Context: an optimization exercise on an open-source flow, tuned for small area. The choices shown serve that exercise and are no tape-out recipe.
In this exercise RTL edits were held to simulation tests only and were not proved equivalent to the original.

==> flow/design.v <==
`timescale 1ns/1ps
package game_pkg;
    localparam int ring_slots = 96;    
    localparam int word_bits  = 6;
    localparam int big_slots  = 4;     
endpackage
`timescale 1ns/1ps
`timescale 1ns/1ps
`timescale 1ns/1ps
`timescale 1ns/1ps
`timescale 1ns/1ps
module game_top (
    input  logic        clock,
    input  logic        reset,
    input  logic        keyboard_ready,
    input  logic [2:0]  keyboard_data,
    output logic        key_read_fin,
    input  logic        psel,
    input  logic        penable,
    input  logic        pwrite,
    input  logic [11:0] paddr,
    input  logic [31:0] pwdata,
    output logic [31:0] prdata,
    output logic        pready,
    output logic        pslverr
);
    localparam int N  = game_pkg::ring_slots;
    localparam int WB = game_pkg::word_bits;
    localparam int NB = game_pkg::big_slots;
    localparam logic [2:0] S_IDLE  = 3'd0;
    localparam logic [2:0] S_SPACE = 3'd1;    
    localparam logic [2:0] S_RTGT  = 3'd2;    
    localparam logic [2:0] S_WSRC  = 3'd3;    
    localparam logic [2:0] S_WTGT  = 3'd4;    
    logic [N*WB-1:0] ring;           
    logic [WB-1:0]   head_word;
    logic [WB-1:0]   back_word;      
    logic [3:0]      hh, hv;         
    logic [6:0]      head_idx;
    logic            filling;
    assign head_word = ring[WB-1:0];
    assign head_idx  = {hv, 3'b000} + {2'b00, hv, 1'b0} + {3'b000, hh};
    always_ff @(posedge clock) begin
        ring <= {back_word, ring[N*WB-1:WB]};
    end
    always_ff @(posedge clock) begin
        if (reset) begin
            hh      <= 4'd0;
            hv      <= 4'd0;
            filling <= 1'b1;
        end else begin
            if (hv == 4'd4 && hh == 4'd9) begin    
                hh <= 4'd4;
                hv <= 4'd5;
            end else if (hh == 4'd9) begin
                hh <= 4'd0;
                hv <= (hv == 4'd9) ? 4'd0 : hv + 4'd1;
                if (hv == 4'd9) filling <= 1'b0;
            end else begin
                hh <= hh + 4'd1;
            end
        end
    end
    logic [NB-1:0] b_val;
    logic [6:0]    b_idx [NB];
    logic [NB-1:0] b_hi;             
    logic [NB-1:0] b_match;
    logic [NB-1:0] b_free;           
    logic          b_full;
    logic [1:0]    head_hi;
    logic [6:0]    head_t;
    always_comb begin
        head_hi = 2'b00;
        for (int k = 0; k < NB; k++) begin
            b_match[k] = b_val[k] && (b_idx[k] == head_idx);
            if (b_match[k]) head_hi = {b_hi[k], !b_hi[k]};
        end
        b_full = 1'b1;
        for (int k = 0; k < NB; k++) begin
            b_free[k] = !b_val[k] && b_full;
            b_full    = b_full && b_val[k];
        end
    end
    assign head_t = {head_hi, head_word[4:0]};
    logic [2:0] state;
    logic [3:0] cur_h, cur_v;
    logic       mv;              
    logic       half;            
    logic       player;          
    logic [1:0] dir;             
    logic [6:0] mv_t;            
    logic       accept;
    logic [1:0] dsel;
    logic [3:0] tgt_h, tgt_v;
    logic       on_board;
    logic       at_src, at_tgt;
    logic [6:0] moved;
    logic [6:0] kept;
    assign accept = (state == S_IDLE) && !filling && keyboard_ready && !key_read_fin;
    assign dsel   = (state == S_IDLE) ? keyboard_data[1:0] : dir;
    assign tgt_h = cur_h + ((dsel == 2'd1) ? 4'hf : {3'b000, dsel == 2'd3});
    assign tgt_v = cur_v + ((dsel == 2'd0) ? 4'hf : {3'b000, dsel == 2'd2});
    always_comb begin
        case (dsel)
            2'd0:    on_board = (cur_v != 4'd0);
            2'd1:    on_board = (cur_h != 4'd0);
            2'd2:    on_board = (cur_v != 4'd9);
            default: on_board = (cur_h != 4'd9);
        endcase
    end
    assign at_src = (hh == cur_h) && (hv == cur_v);
    assign at_tgt = (hh == tgt_h) && (hv == tgt_v);
    assign moved  = half ? {1'b0, mv_t[6:1]} : mv_t - 7'd1;                    
    assign kept   = half ? {1'b0, head_t[6:1]} + {6'd0, head_t[0]} : 7'd1;    
    always_comb begin
        back_word = head_word;
        if (filling) begin
            if (hh == 4'd2 && hv == 4'd3)      back_word = {1'b0, 5'h17};    
            else if (hh == 4'd8 && hv == 4'd7) back_word = {1'b1, 5'h19};    
            else                               back_word = '0;
        end else if (state == S_WSRC && at_src) begin
            back_word = {player, kept[4:0]};
        end else if (state == S_WTGT && at_tgt) begin
            back_word = {player, moved[4:0]};
        end
    end
    always_ff @(posedge clock) begin
        if (reset) begin
            b_val    <= 4'b0011;
            b_idx[0] <= 7'd32;
            b_hi[0]  <= 1'b1;
            b_idx[1] <= 7'd78;
            b_hi[1]  <= 1'b1;
        end else if (state == S_WSRC && at_src) begin
            for (int k = 0; k < NB; k++) begin
                if (b_match[k]) begin    
                    b_val[k] <= kept[5];
                    b_hi[k]  <= 1'b0;
                end
            end
        end else if (state == S_WTGT && at_tgt && moved[6:5] != 2'b00) begin
            for (int k = 0; k < NB; k++) begin
                if (b_free[k]) begin
                    b_val[k] <= 1'b1;
                    b_idx[k] <= head_idx;
                    b_hi[k]  <= moved[6];
                end
            end
        end
    end
    always_ff @(posedge clock) begin
        if (reset) begin
            state        <= S_IDLE;
            key_read_fin <= 1'b0;
            cur_h        <= 4'd0;
            cur_v        <= 4'd0;
            mv           <= 1'b0;
            half         <= 1'b0;
            player       <= 1'b0;
        end else begin
            key_read_fin <= accept;
            case (state)
                S_IDLE: begin
                    dir <= keyboard_data[1:0];
                    if (accept) begin
                        if (!keyboard_data[2]) begin
                            if (on_board) begin
                                if (!mv) begin
                                    cur_h <= tgt_h;
                                    cur_v <= tgt_v;
                                end else if (!(tgt_v == 4'd5 && tgt_h <= 4'd3)) begin
                                    state <= S_RTGT;    
                                end
                            end
                        end else if (keyboard_data[1:0] == 2'd0) begin    
                            if (mv) begin
                                mv   <= 1'b0;
                                half <= 1'b0;
                            end else if (!(cur_v == 4'd5 && cur_h <= 4'd3)) begin
                                state <= S_SPACE;    
                            end
                        end else if (keyboard_data[1:0] == 2'd1) begin    
                            if (mv) half <= !half;
                        end
                    end
                end
                S_SPACE: begin
                    if (at_src) begin
                        if (head_t[6:1] != 6'd0 && head_word[5] == player) begin
                            mv   <= 1'b1;
                            half <= 1'b0;
                        end
                        state <= S_IDLE;
                    end
                end
                S_RTGT: begin
                    if (at_tgt) state <= (head_t == 7'd0) ? S_WSRC : S_IDLE;
                end
                S_WSRC: begin
                    if (at_src) begin
                        mv_t  <= head_t;
                        state <= S_WTGT;
                    end
                end
                default: begin    
                    if (at_tgt) begin
                        state  <= S_IDLE;
                        player <= !player;
                        mv     <= 1'b0;
                        half   <= 1'b0;
                        cur_h  <= player ? 4'd2 : 4'd8;
                        cur_v  <= player ? 4'd3 : 4'd7;
                    end
                end
            endcase
        end
    end
    logic access;
    logic cell_rd, status_rd, err;
    logic mount, city, crown;
    assign access    = psel && penable;
    assign cell_rd   = !pwrite && (paddr < 12'd100);
    assign status_rd = !pwrite && (paddr == 12'h100);
    assign err       = !cell_rd && !status_rd;
    assign mount     = (paddr[6:0] >= 7'd50) && (paddr[6:0] <= 7'd53);
    assign crown     = (paddr[6:0] == 7'd32) || (paddr[6:0] == 7'd78);
    assign city      = (paddr[6:0] == 7'd26) || (paddr[6:0] == 7'd84);
    assign pready  = access && (!cell_rd || (!filling && (mount || paddr[6:0] == head_idx)));
    assign pslverr = access && err;
    logic nz;
    assign nz = (head_t != 7'd0);
    always_comb begin
        prdata = '0;
        if (paddr[8]) begin
            prdata[3:0]   = cur_h;
            prdata[7:4]   = cur_v;
            prdata[9:8]   = {mv, half};
            prdata[12:10] = {1'b0, player, !player};
            prdata[16]    = (state == S_IDLE);
        end else begin
            prdata[13:11] = {1'b0, nz && !mount && head_word[5], nz && !mount && !head_word[5]};
            prdata[10:9]  = mount ? 2'd1 : crown ? 2'd2 : city ? 2'd3 : 2'd0;
            prdata[6:0]   = mount ? 7'd0 : (!nz && city) ? 7'h43 : head_t;
        end
    end
endmodule
clock: 10.0 ns
lec_check: 0
abc_area: 1
cap_margin: 20
core_margin: 2
core_utilization: 65
slew_margin: 20
standard.sh (not shown) runs the stock make flow with config.mk's settings and CLKGATE_MAP_FILE= SYNTH_SCRIPT=/design/flow/synth_recipe.tcl, a recipe that flattens the netlist after the stock synthesis.
==> flow/flow/run.sh <==
#!/bin/bash
# The standard layout with three changes that only affect how the cells are chosen:
#  - synthesis maps the logic with an area-only ABC script (flow/abc_area.script) and
#    leaves adders to ABC instead of the adder cell map; registers, their names and
#    cell types are those of the standard synthesis;
#  - the clock tree uses large clusters of clkbuf_16 and no dummy loads;
#  - the port buffers are buf_1.
# Each tool's output goes to standard.log (make) in this folder.
set -euo pipefail
W=$PWD
{
  echo "if {[info exists ::env(ADDER_MAP_FILE)]} { unset ::env(ADDER_MAP_FILE) }"
  echo "proc abc {args} {"
  echo "  set i [lsearch -exact \$args -script]"
  echo "  set args [lreplace \$args \$i [expr {\$i + 1}] -script $W/flow/abc_area.script]"
  echo "  yosys abc {*}\$args"
  echo "}"
  cat synth_recipe.tcl
} > area_synth.tcl
sed "s|SYNTH_SCRIPT=[^ ]*|SYNTH_SCRIPT=$W/area_synth.tcl|" standard.sh > area_standard.sh
export CTS_ARGS="-sink_clustering_enable -repair_clock_nets -buf_list sky130_fd_sc_hd__clkbuf_4 -root_buf sky130_fd_sc_hd__clkbuf_8 -sink_clustering_buffer sky130_fd_sc_hd__clkbuf_8 -sink_clustering_size 20 -sink_clustering_max_diameter 55 -dont_use_dummy_load"
export BUFFER_PORTS_ARGS="-buffer_cell sky130_fd_sc_hd__buf_1"
bash area_standard.sh > standard.log 2>&1
==> flow/flow/abc_area.script <==
strash
&get -n
&deepsyn -T 40
&put
dch
map -a
mfs2
strash
&get -n
&deepsyn -T 40
&put
dch
map -a
mfs2
strash
dch
map -a
topo
The starting point ran to the end with no violations.
Edit:
--- a/flow/flow/run.sh
+++ b/flow/flow/run.sh
@@ -21 +21 @@
-export CTS_ARGS="-sink_clustering_enable -repair_clock_nets -buf_list sky130_fd_sc_hd__clkbuf_4 -root_buf sky130_fd_sc_hd__clkbuf_8 -sink_clustering_buffer sky130_fd_sc_hd__clkbuf_8 -sink_clustering_size 20 -sink_clustering_max_diameter 55 -dont_use_dummy_load"
+export CTS_ARGS="-sink_clustering_enable -repair_clock_nets -buf_list sky130_fd_sc_hd__clkbuf_4 -root_buf sky130_fd_sc_hd__clkbuf_8 -sink_clustering_buffer sky130_fd_sc_hd__clkbuf_4 -sink_clustering_size 11 -sink_clustering_max_diameter 45 -dont_use_dummy_load"
The new run ran to the end with no violations.
Maximum frequency decreases by about 1%.
Worst setup slack degrades by 73 ps.
Global-route usage climbs by 0.50 points.
Wire length came out higher by about 0.6%.
Final cell count rises by about 1.8%.
Edit:
--- a/flow/flow/run.sh
+++ b/flow/flow/run.sh
@@ -21 +21 @@
-export CTS_ARGS="-sink_clustering_enable -repair_clock_nets -buf_list sky130_fd_sc_hd__clkbuf_4 -root_buf sky130_fd_sc_hd__clkbuf_8 -sink_clustering_buffer sky130_fd_sc_hd__clkbuf_4 -sink_clustering_size 11 -sink_clustering_max_diameter 45 -dont_use_dummy_load"
+export CTS_ARGS="-sink_clustering_enable -repair_clock_nets -buf_list sky130_fd_sc_hd__clkbuf_8 -root_buf sky130_fd_sc_hd__clkbuf_16 -sink_clustering_buffer sky130_fd_sc_hd__clkbuf_4 -sink_clustering_size 11 -sink_clustering_max_diameter 35 -dont_use_dummy_load"
The changed run finished with timing, DRC and antenna clean.
Maximum frequency rises by 1.5%.
Synthesized cell count is unchanged.
Count of clock-buffer cells in the layout rises by 4.
Final cell count hardly moves.
Clock skew rises by 21 ps.
Routed wire length rises by 1.3%.
Via count rises by 0.48%.

## what the ideal ports hide
How much do the figures lean on ideal ports? The routed layouts below were timed once more, with nothing changed but the port constraints. Step 1 sets driving cells, clkbuf_16 on the clock port and buf_2 on the other inputs (assumed; they add their load-dependent delay and slew). Step 2 adds t to the input delays and takes it off the output delays; t is the mean of the earliest and latest rising clock arrival at the registers after step 1. Input paths then give back, and output paths get back, about the clock's delay inside the block. Slacks: ideal ports / drivers / drivers and shift; pairs: ideal ports / drivers.
run | shift t [ns] | setup WS [ns] | pins driven straight from the clock port
the first run | 0.569 | 2.617 / 2.576 / 3.144 | 1
the second run | 0.589 | 2.544 / 2.502 / 3.091 | 1
the third run | 0.554 | 2.657 / 2.608 / 3.162 | 1
After both steps setup and hold are still met in every run listed.
